From an optimization exercise on the open Yosys and OpenROAD flow, aimed at small area, a short achievable clock period and few clock cycles; shortcuts taken in it are not production practice. RTL that was checked went through simulation tests only; none was proved equivalent to the original. Power figures rest on the tool's default switching activity, not on a simulated workload.

run A:
==> flow/design.v (excerpt) <==
module trail_fade_strip_renderer_top (
  input  logic        clk,
  input  logic        rst,
  input  logic        s_tvalid,
  output logic        s_tready,
  input  logic [31:0] s_tdata,   
  input  logic        s_tuser,   
  output logic        m_tvalid,
  input  logic        m_tready,
  output logic [31:0] m_tdata,   
  output logic        m_tuser,   
  output logic        m_tlast,
  input  logic        cfg_we,
  input  logic        cfg_index,
  input  logic [7:0]  cfg_data
);
  logic [1:0]  color_select;
  logic [7:0]  repeat_limit;
  logic [5:0]  wp;
  logic        full;
  logic [8:0]  last_x;
  logic [7:0]  last_y;
  logic        last_valid;
  logic [7:0]  repeat_count;
  logic        rdy_render;
  logic        i_v;
  logic        i_r;
  logic        st;
  logic        st_next;
  logic        upd;
  logic [8:0]  cur_x;
  logic [7:0]  cur_y;
  logic        cur_valid;
  logic        cur_sat;
  logic [16:0] i_d;
  logic        pend_v;
  logic [5:0]  pend_wp;
  logic        pend_wrap;
  logic [8:0]  start;
  logic [6:0]  start_hi1;
  logic        lap;
  logic        accept;
  logic        acc_add;
  logic        acc_render;
  logic        i_add;
  logic        i_render;
  logic        store;
  logic        stall;
  logic        commit;
  logic [63:0] wp_dec;
  logic [63:0] hits;
  logic [575:0] all_x;
  logic [511:0] all_y;
  logic [63:0] emit_owed;
  logic [63:0] owed_next;
  logic [63:0] phits;
  logic        wp_inc;
  logic [5:0]  wp_n;
  logic [63:0] win;
  logic        emit_free;
  logic        load;
  logic [5:0]  load_wp;
  logic [2:0]  load_lo;
  logic        pend_next;
  logic        add_next;
  logic        stall_next;
  logic [26:0] out_data;
  assign s_tready   = s_tuser ? rdy_render : !stall;
  assign accept     = s_tvalid && s_tready;
  assign acc_add    = accept && !s_tuser;
  assign acc_render = accept && s_tuser;
  always_comb begin
    i_add    = i_v && !i_r;
    i_render = i_v && i_r;
    store = st;
    upd       = i_add && !stall;
    cur_x     = (upd && st) ? i_d[8:0] : last_x;
    cur_y     = (upd && st) ? i_d[16:9] : last_y;
    cur_valid = last_valid || (upd && st);
    if (upd && st) begin
  ...
Size in the first run: ~1400 flip-flops, ~83 I/O pins, about 67000 sq um of cells after synthesis.
==> module tfsr_emit, before the edit <==
module tfsr_emit (
  input  logic          clk,
  input  logic          rst,
  input  logic          load,
  input  logic [63:0]   load_hits,
  input  logic [5:0]    load_wp,
  input  logic [2:0]    load_lo,
  input  logic [575:0]  all_x,
  input  logic [511:0]  all_y,
  input  logic [1:0]    color_select,
  input  logic          out_ready,
  output logic [63:0]   owed,
  output logic          free,
  output logic          out_valid,
  output logic [26:0]   out_data,
  output logic          out_hit,
  output logic          out_last
);
  logic [63:0] rem;
  logic        fresh;
  logic        none;
  logic [5:0]  rem_wp;
  logic [2:0]  rem_lo;
  logic        p_v;
  logic        p_hit;
  logic        p_last;
  logic [63:0] p_oh;
  logic [5:0]  p_wp;
  logic [5:0]  p_idx;
  logic [5:0]  oh_idx;
  logic [2:0]  p_lo;
  logic [63:0] pre [7];
  logic [63:0] below;
  logic [63:0] oh;
  logic [63:0] rest;
  logic [63:0] t_any [7];
  logic [63:0] t_mul [7];
  logic        any;
  logic        last;
  logic [7:0]  sel_y;
  logic [2:0]  sel_q;
  logic        out_free;
  logic        p_take;
  logic        pick;
  logic [15:0] color;
  always_comb begin
    pre[0] = rem;
    for (int l = 0; l < 6; l++) begin
      for (int i = 0; i < 64; i++) begin
        if (((i >> l) & 1) == 1) begin
          pre[l+1][i] = pre[l][i] | pre[l][((i >> l) << l) - 1];
        end else begin
          pre[l+1][i] = pre[l][i];
        end
      end
    end
    below = {pre[6][62:0], 1'b0};
    oh    = rem & ~below;
    rest  = rem & ~oh;
    t_any[0] = rem;
    t_mul[0] = '0;
    for (int l = 0; l < 6; l++) begin
      t_any[l+1] = '0;
      t_mul[l+1] = '0;
      for (int i = 0; i < (32 >> l); i++) begin
        t_any[l+1][i] = t_any[l][2*i] | t_any[l][2*i+1];
        t_mul[l+1][i] = t_mul[l][2*i] | t_mul[l][2*i+1] |
                        (t_any[l][2*i] & t_any[l][2*i+1]);
      end
    end
    owed = rem | (p_v ? p_oh : '0);
    oh_idx = '0;
    for (int i = 0; i < 64; i++) begin
      oh_idx = oh_idx | ({6{oh[i]}} & 6'(i));
    end
    any  = t_any[6][0];
    none = fresh && !any;
    last = !t_mul[6][0];
    out_free = !out_valid || out_ready;
    p_take   = !p_v || out_free;
    pick     = (any || none) && p_take;
    free     = (!any && !none) || (pick && (!any || last));
  end
  always_ff @(posedge clk) begin
    if (rst) begin
      rem   <= '0;
      fresh <= 1'b0;
    end else if (load) begin
      rem   <= load_hits;
      fresh <= 1'b1;
    end else if (pick) begin
      rem   <= rest;
      fresh <= 1'b0;
    end
  end
  always_ff @(posedge clk) begin
    if (load) begin
      rem_wp <= load_wp;
      rem_lo <= load_lo;
    end
  end
  always_ff @(posedge clk) begin
    if (rst) begin
      p_v <= 1'b0;
    end else if (pick) begin
      p_v <= 1'b1;
    end else if (out_free) begin
      p_v <= 1'b0;
    end
  end
  always_ff @(posedge clk) begin
    if (pick) begin
      p_hit  <= any;
      p_last <= !any || last;
      p_idx  <= oh_idx;
      p_oh   <= oh;
      p_wp   <= rem_wp;
      p_lo   <= rem_lo;
    end
  end
  always_comb begin
    sel_y   = '0;
    sel_q   = '0;
    for (int i = 0; i < 64; i++) begin
      sel_y   = sel_y | ({8{p_oh[i]}} & all_y[i*8 +: 8]);
      sel_q   = sel_q | ({3{p_oh[i]}} & all_x[i*9 +: 3]);
    end
  end
  tfsr_shade u_shade (
    .idx          (p_idx),
    .wp           (p_wp),
    .color_select (color_select),
    .color        (color)
  );
  always_ff @(posedge clk) begin
    if (rst) begin
      out_valid <= 1'b0;
    end else if (out_free) begin
      out_valid <= p_v;
    end
  end
  always_ff @(posedge clk) begin
    if (out_free && p_v) begin
      out_hit  <= p_hit;
      out_last <= p_last;
      if (p_hit) begin
        out_data <= {color, sel_y, 3'(sel_q - p_lo)};
      end else begin
        out_data <= '0;
      end
    end
  end
endmodule
==> flow/config.mk <==
export PLATFORM = sky130hd
export DESIGN_NAME = trail_fade_strip_renderer_top
export DESIGN_NICKNAME = trail_fade_strip_renderer_top
export VERILOG_FILES = /design/flow/design.v
export SDC_FILE = /design/flow/constraint.sdc
export NUM_CORES = 4
export LEC_CHECK = 0
export ABC_CLOCK_PERIOD_IN_PS = 3000
export CAP_MARGIN = 20
export CORE_MARGIN = 2
export CORE_UTILIZATION = 40
export CTS_CLUSTER_DIAMETER = 100
export CTS_CLUSTER_SIZE = 25
export SETUP_SLACK_MARGIN = 4.0
export SLEW_MARGIN = 20
==> flow/constraint.sdc <==
create_clock -name core_clock -period 7.5 [get_ports {clk}]
set_input_delay 1.5000 -clock core_clock [delete_from_list [all_inputs] [get_ports {clk}]]
set_output_delay 1.5000 -clock core_clock [all_outputs]
set_load 0.01 [all_outputs]
run.sh (not shown) runs the stock make flow with config.mk's settings and CLKGATE_MAP_FILE= SYNTH_SCRIPT=/design/flow/synth_recipe.tcl, a recipe that flattens the netlist after the stock synthesis.
Testbench counts of run A, summed over its fixed seeds: cycles 10,344.
## Diff of input files: run B against run A
-- flow/design.v --
<<< run A, line 149
  logic        pick;
  logic [15:0] color;
  always_comb begin
    pre[0] = rem;
>>> run B, line 149
  logic        pick;
  logic [15:0] color;
  logic [2:0]  off_tbl [8];
  always_comb begin
    pre[0] = rem;
<<< run A, line 232
    end
  end
  tfsr_shade u_shade (
    .idx          (p_idx),
>>> run B, line 233
    end
  end
  always_comb begin
    for (int v = 0; v < 8; v++) begin
      off_tbl[v] = 3'(v) - p_lo;
    end
  end
  tfsr_shade u_shade (
    .idx          (p_idx),
<<< run A, line 250
      out_last <= p_last;
      if (p_hit) begin
        out_data <= {color, sel_y, 3'(sel_q - p_lo)};
      end else begin
        out_data <= '0;
>>> run B, line 256
      out_last <= p_last;
      if (p_hit) begin
        out_data <= {color, sel_y, off_tbl[sel_q]};
      end else begin
        out_data <= '0;
==> run summary <==
Delta (run B minus run A): wire length after detailed routing fell by about 0.8%; die area has decreased; multi-input gate share of the layout cell area neither gained nor lost much; final cell count picked up an extra about 0.9%; non-clock buffer instance count of the final layout lost 6.
[run B vs run A] total global routing track utilization: lower in run B
Taking run A as the reference, in run B area used by multi-input combinational logic decreased by about 0.33% relative to the old numbers, area growth from synthesis to layout saw an increase.
Status: clock tree cell share of total cell area parity (run A, run B)
Testbench counts of run B, summed over its fixed seeds: cycles 10,344.

* * *

trail_fade_strip_renderer_top again, from the RTL that the note above started with.
==> module trail_fade_strip_renderer_top, before the edit <==
module trail_fade_strip_renderer_top (
  input  logic        clk,
  input  logic        rst,
  input  logic        s_tvalid,
  output logic        s_tready,
  input  logic [31:0] s_tdata,   
  input  logic        s_tuser,   
  output logic        m_tvalid,
  input  logic        m_tready,
  output logic [31:0] m_tdata,   
  output logic        m_tuser,   
  output logic        m_tlast,
  input  logic        cfg_we,
  input  logic        cfg_index,
  input  logic [7:0]  cfg_data
);
  logic [1:0]  color_select;
  logic [7:0]  repeat_limit;
  logic [5:0]  wp;
  logic        full;
  logic [8:0]  last_x;
  logic [7:0]  last_y;
  logic        last_valid;
  logic [7:0]  repeat_count;
  logic        rdy_render;
  logic        i_v;
  logic        i_r;
  logic        st;
  logic        st_next;
  logic        upd;
  logic [8:0]  cur_x;
  logic [7:0]  cur_y;
  logic        cur_valid;
  logic        cur_sat;
  logic [16:0] i_d;
  logic        pend_v;
  logic [5:0]  pend_wp;
  logic        pend_wrap;
  logic [8:0]  start;
  logic [6:0]  start_hi1;
  logic        lap;
  logic        accept;
  logic        acc_add;
  logic        acc_render;
  logic        i_add;
  logic        i_render;
  logic        store;
  logic        stall;
  logic        commit;
  logic [63:0] wp_dec;
  logic [63:0] hits;
  logic [575:0] all_x;
  logic [511:0] all_y;
  logic [63:0] emit_owed;
  logic [63:0] owed_next;
  logic [63:0] phits;
  logic        wp_inc;
  logic [5:0]  wp_n;
  logic [63:0] win;
  logic        emit_free;
  logic        load;
  logic [5:0]  load_wp;
  logic [2:0]  load_lo;
  logic        pend_next;
  logic        add_next;
  logic        stall_next;
  logic [26:0] out_data;
  assign s_tready   = s_tuser ? rdy_render : !stall;
  assign accept     = s_tvalid && s_tready;
  assign acc_add    = accept && !s_tuser;
  assign acc_render = accept && s_tuser;
  always_comb begin
    i_add    = i_v && !i_r;
    i_render = i_v && i_r;
    store = st;
    upd       = i_add && !stall;
    cur_x     = (upd && st) ? i_d[8:0] : last_x;
    cur_y     = (upd && st) ? i_d[16:9] : last_y;
    cur_valid = last_valid || (upd && st);
    if (upd && st) begin
      cur_sat = (repeat_limit == 8'd0);
    end else if (upd) begin
      cur_sat = (repeat_count == 8'hFF) || (repeat_count + 8'd1 >= repeat_limit);
    end else begin
      cur_sat = (repeat_count >= repeat_limit);
    end
    st_next = !cur_valid || (cur_x != s_tdata[8:0]) || (cur_y != s_tdata[16:9]) || cur_sat;
    for (int i = 0; i < 64; i++) begin
      wp_dec[i] = (wp == 6'(i));
    end
    commit = i_add && !stall;
    load      = emit_free && (pend_v || i_render);
    load_wp   = pend_v ? pend_wp : wp;
    load_lo   = start[2:0];
    pend_next = (pend_v || i_render) && !emit_free;
    wp_inc     = commit && store;
    wp_n       = wp + {5'b0, wp_inc};
    win        = wp_inc ? {wp_dec[62:0], wp_dec[63]} : wp_dec;
    owed_next  = emit_owed | (pend_v ? phits : '0);
    lap        = pend_v && (wp_n + 6'd1 == pend_wp);
    add_next   = acc_add || stall;
    stall_next = add_next && (i_render || lap || |(owed_next & win));
  end
  always_ff @(posedge clk) begin
    if (rst) begin
      stall      <= 1'b0;
      rdy_render <= 1'b1;
      i_v        <= 1'b0;
      pend_v     <= 1'b0;
    end else begin
      stall      <= stall_next;
      rdy_render <= !stall_next && !pend_next && !acc_render;
      if (!stall) begin
        i_v <= accept;
      end
      pend_v <= pend_next;
    end
  end
  always_ff @(posedge clk) begin
    if (!stall) begin
      st  <= st_next;
      i_r <= s_tuser;
      i_d <= s_tdata[16:0];
    end
    phits <= hits;
    if (i_render) begin
      pend_wp   <= wp;
      pend_wrap <= 1'b0;
    end else if (commit && store && wp == 6'd63) begin
      pend_wrap <= 1'b1;
    end
    if (acc_render) begin
      start     <= s_tdata[25:17];
      start_hi1 <= {1'b0, s_tdata[25:20]} + 7'd1;
    end
  end
  always_ff @(posedge clk) begin
    if (rst) begin
      color_select <= 2'd0;
      repeat_limit <= 8'd16;
      wp           <= '0;
      full         <= 1'b0;
      last_valid   <= 1'b0;
      repeat_count <= '0;
    end else begin
      if (cfg_we) begin
        if (cfg_index) begin
          repeat_limit <= cfg_data;
        end else begin
          color_select <= cfg_data[1:0];
        end
      end
      if (commit) begin
        if (store) begin
          last_valid   <= 1'b1;
          repeat_count <= '0;
          wp           <= wp + 6'd1;
          if (wp == 6'd63) full <= 1'b1;
        end else if (repeat_count != 8'hFF) begin
          repeat_count <= repeat_count + 8'd1;
        end
      end
    end
  end
  always_ff @(posedge clk) begin
    if (commit && store) begin
      last_x <= i_d[8:0];
      last_y <= i_d[16:9];
    end
  end
  tfsr_store u_store (
    .clk    (clk),
    .rst    (rst),
    .wr_en  (commit && store),
    .wr_sel (wp_dec),
    .wr_x   (i_d[8:0]),
    .wr_y   (i_d[16:9]),
    .wp     (wp),
    .full   (full),
    .start  (start),
    .start_hi1 (start_hi1),
    .mask   (pend_v),
    .mask_wp(pend_wp),
    .mask_wrap(pend_wrap),
    .hits   (hits),
    .all_x  (all_x),
    .all_y  (all_y)
  );
  tfsr_emit u_emit (
    .clk          (clk),
    .rst          (rst),
    .load         (load),
    .load_hits    (hits),
    .load_wp      (load_wp),
    .load_lo      (load_lo),
    .all_x        (all_x),
    .all_y        (all_y),
    .color_select (color_select),
    .out_ready    (m_tready),
    .owed         (emit_owed),
    .free         (emit_free),
    .out_valid    (m_tvalid),
    .out_data     (out_data),
    .out_hit      (m_tuser),
    .out_last     (m_tlast)
  );
  assign m_tdata = {5'b0, out_data};
endmodule
make LEC_CHECK=0 ABC_CLOCK_PERIOD_IN_PS=3000 CAP_MARGIN=20 CORE_MARGIN=2 CORE_UTILIZATION=40 SETUP_SLACK_MARGIN=4.0 SLEW_MARGIN=20 finish   # period 7.5 ns
Testbench counts at the start, summed over its fixed seeds: cycles 10,344.
Edit:
--- a/flow/design.v
+++ b/flow/design.v
@@ -108,6 +108,7 @@
   input  logic          rst,
   input  logic          load,
   input  logic [63:0]   load_hits,
+  input  logic          load_none,
   input  logic [5:0]    load_wp,
   input  logic [2:0]    load_lo,
   input  logic [575:0]  all_x,
@@ -122,7 +123,6 @@
   output logic          out_last
 );
   logic [63:0] rem;
-  logic        fresh;
   logic        none;
   logic [5:0]  rem_wp;
   logic [2:0]  rem_lo;
@@ -179,7 +179,6 @@
       oh_idx = oh_idx | ({6{oh[i]}} & 6'(i));
     end
     any  = t_any[6][0];
-    none = fresh && !any;
     last = !t_mul[6][0];
     out_free = !out_valid || out_ready;
     p_take   = !p_v || out_free;
@@ -188,14 +187,14 @@
   end
   always_ff @(posedge clk) begin
     if (rst) begin
-      rem   <= '0;
-      fresh <= 1'b0;
+      rem  <= '0;
+      none <= 1'b0;
     end else if (load) begin
-      rem   <= load_hits;
-      fresh <= 1'b1;
+      rem  <= load_hits;
+      none <= load_none;
     end else if (pick) begin
-      rem   <= rest;
-      fresh <= 1'b0;
+      rem  <= rest;
+      if (!any) none <= 1'b0;
     end
   end
   always_ff @(posedge clk) begin
@@ -217,8 +216,8 @@
     if (pick) begin
       p_hit  <= any;
       p_last <= !any || last;
-      p_idx  <= oh_idx;
       p_oh   <= oh;
+      p_idx  <= oh_idx;
       p_wp   <= rem_wp;
       p_lo   <= rem_lo;
     end
@@ -294,6 +293,7 @@
   logic        pend_v;
   logic [5:0]  pend_wp;
   logic        pend_wrap;
+  logic        load_none;
   logic [8:0]  start;
   logic [6:0]  start_hi1;
   logic        lap;
@@ -311,10 +311,6 @@
   logic [511:0] all_y;
   logic [63:0] emit_owed;
   logic [63:0] owed_next;
-  logic [63:0] phits;
-  logic        wp_inc;
-  logic [5:0]  wp_n;
-  logic [63:0] win;
   logic        emit_free;
   logic        load;
   logic [5:0]  load_wp;
@@ -348,16 +344,15 @@
     end
     commit = i_add && !stall;
     load      = emit_free && (pend_v || i_render);
+    load_none = !(|hits);
     load_wp   = pend_v ? pend_wp : wp;
     load_lo   = start[2:0];
     pend_next = (pend_v || i_render) && !emit_free;
-    wp_inc     = commit && store;
-    wp_n       = wp + {5'b0, wp_inc};
-    win        = wp_inc ? {wp_dec[62:0], wp_dec[63]} : wp_dec;
-    owed_next  = emit_owed | (pend_v ? phits : '0);
-    lap        = pend_v && (wp_n + 6'd1 == pend_wp);
+    owed_next  = emit_owed | ((pend_v || i_render) ? hits : '0);
+    lap        = pend_v && ((wp + 6'd1 == pend_wp) || (wp + 6'd2 == pend_wp));
     add_next   = acc_add || stall;
-    stall_next = add_next && (i_render || lap || |(owed_next & win));
+    stall_next = add_next &&
+                 (lap || |(owed_next & (wp_dec | {wp_dec[62:0], wp_dec[63]})));
   end
   always_ff @(posedge clk) begin
     if (rst) begin
@@ -380,7 +375,6 @@
       i_r <= s_tuser;
       i_d <= s_tdata[16:0];
     end
-    phits <= hits;
     if (i_render) begin
       pend_wp   <= wp;
       pend_wrap <= 1'b0;
@@ -449,6 +443,7 @@
     .rst          (rst),
     .load         (load),
     .load_hits    (hits),
+    .load_none    (load_none),
     .load_wp      (load_wp),
     .load_lo      (load_lo),
     .all_x        (all_x),
Result: Final cell count grows by a few percent; routed wire length is higher by a few percent; non-clock buffer count climbs by 89; worst setup slack degrades by 0.23 ns; maximum frequency came out lower by a few percent; register-to-register slack gets worse by 0.23 ns; combinational power grows slightly; via count grows by a few percent; die area came out lower slightly; worst hold slack improves by 0.026 ns; total power drops by a few percent.
The RTL of the second run of this note was laid out without a check of its function.

## what the ideal ports hide
No port has a modelled driver above. Below, the same layouts with a new extraction and two added sets of constraints. Step 1: set_driving_cell puts a clkbuf_16 on clk and a buf_2 on each other input, an assumption about the parent block. Step 2 moves the port delays by t, midway between the first and last clock arrival at a register: inputs arrive t later, outputs are due t later. That takes back most of the time a late clock gives input paths. a / b / c = ideal ports / drivers / drivers and shift; a / b = the first two.
run | t, ns | setup WS [ns] | latest minus earliest clock arrival (ns)
run A | 0.812 | 3.862 / 3.862 / 3.555 | 0.045 / 0.045
run B | 0.811 | 3.900 / 3.900 / 3.477 | 0.064 / 0.064
the first run of note 2 | 0.889 | 3.947 / 3.947 / 3.567 | 0.050 / 0.050
the second run of note 2 | 0.903 | 3.718 / 3.718 / 3.295 | 0.046 / 0.046
After both steps every run listed still meets setup and hold.
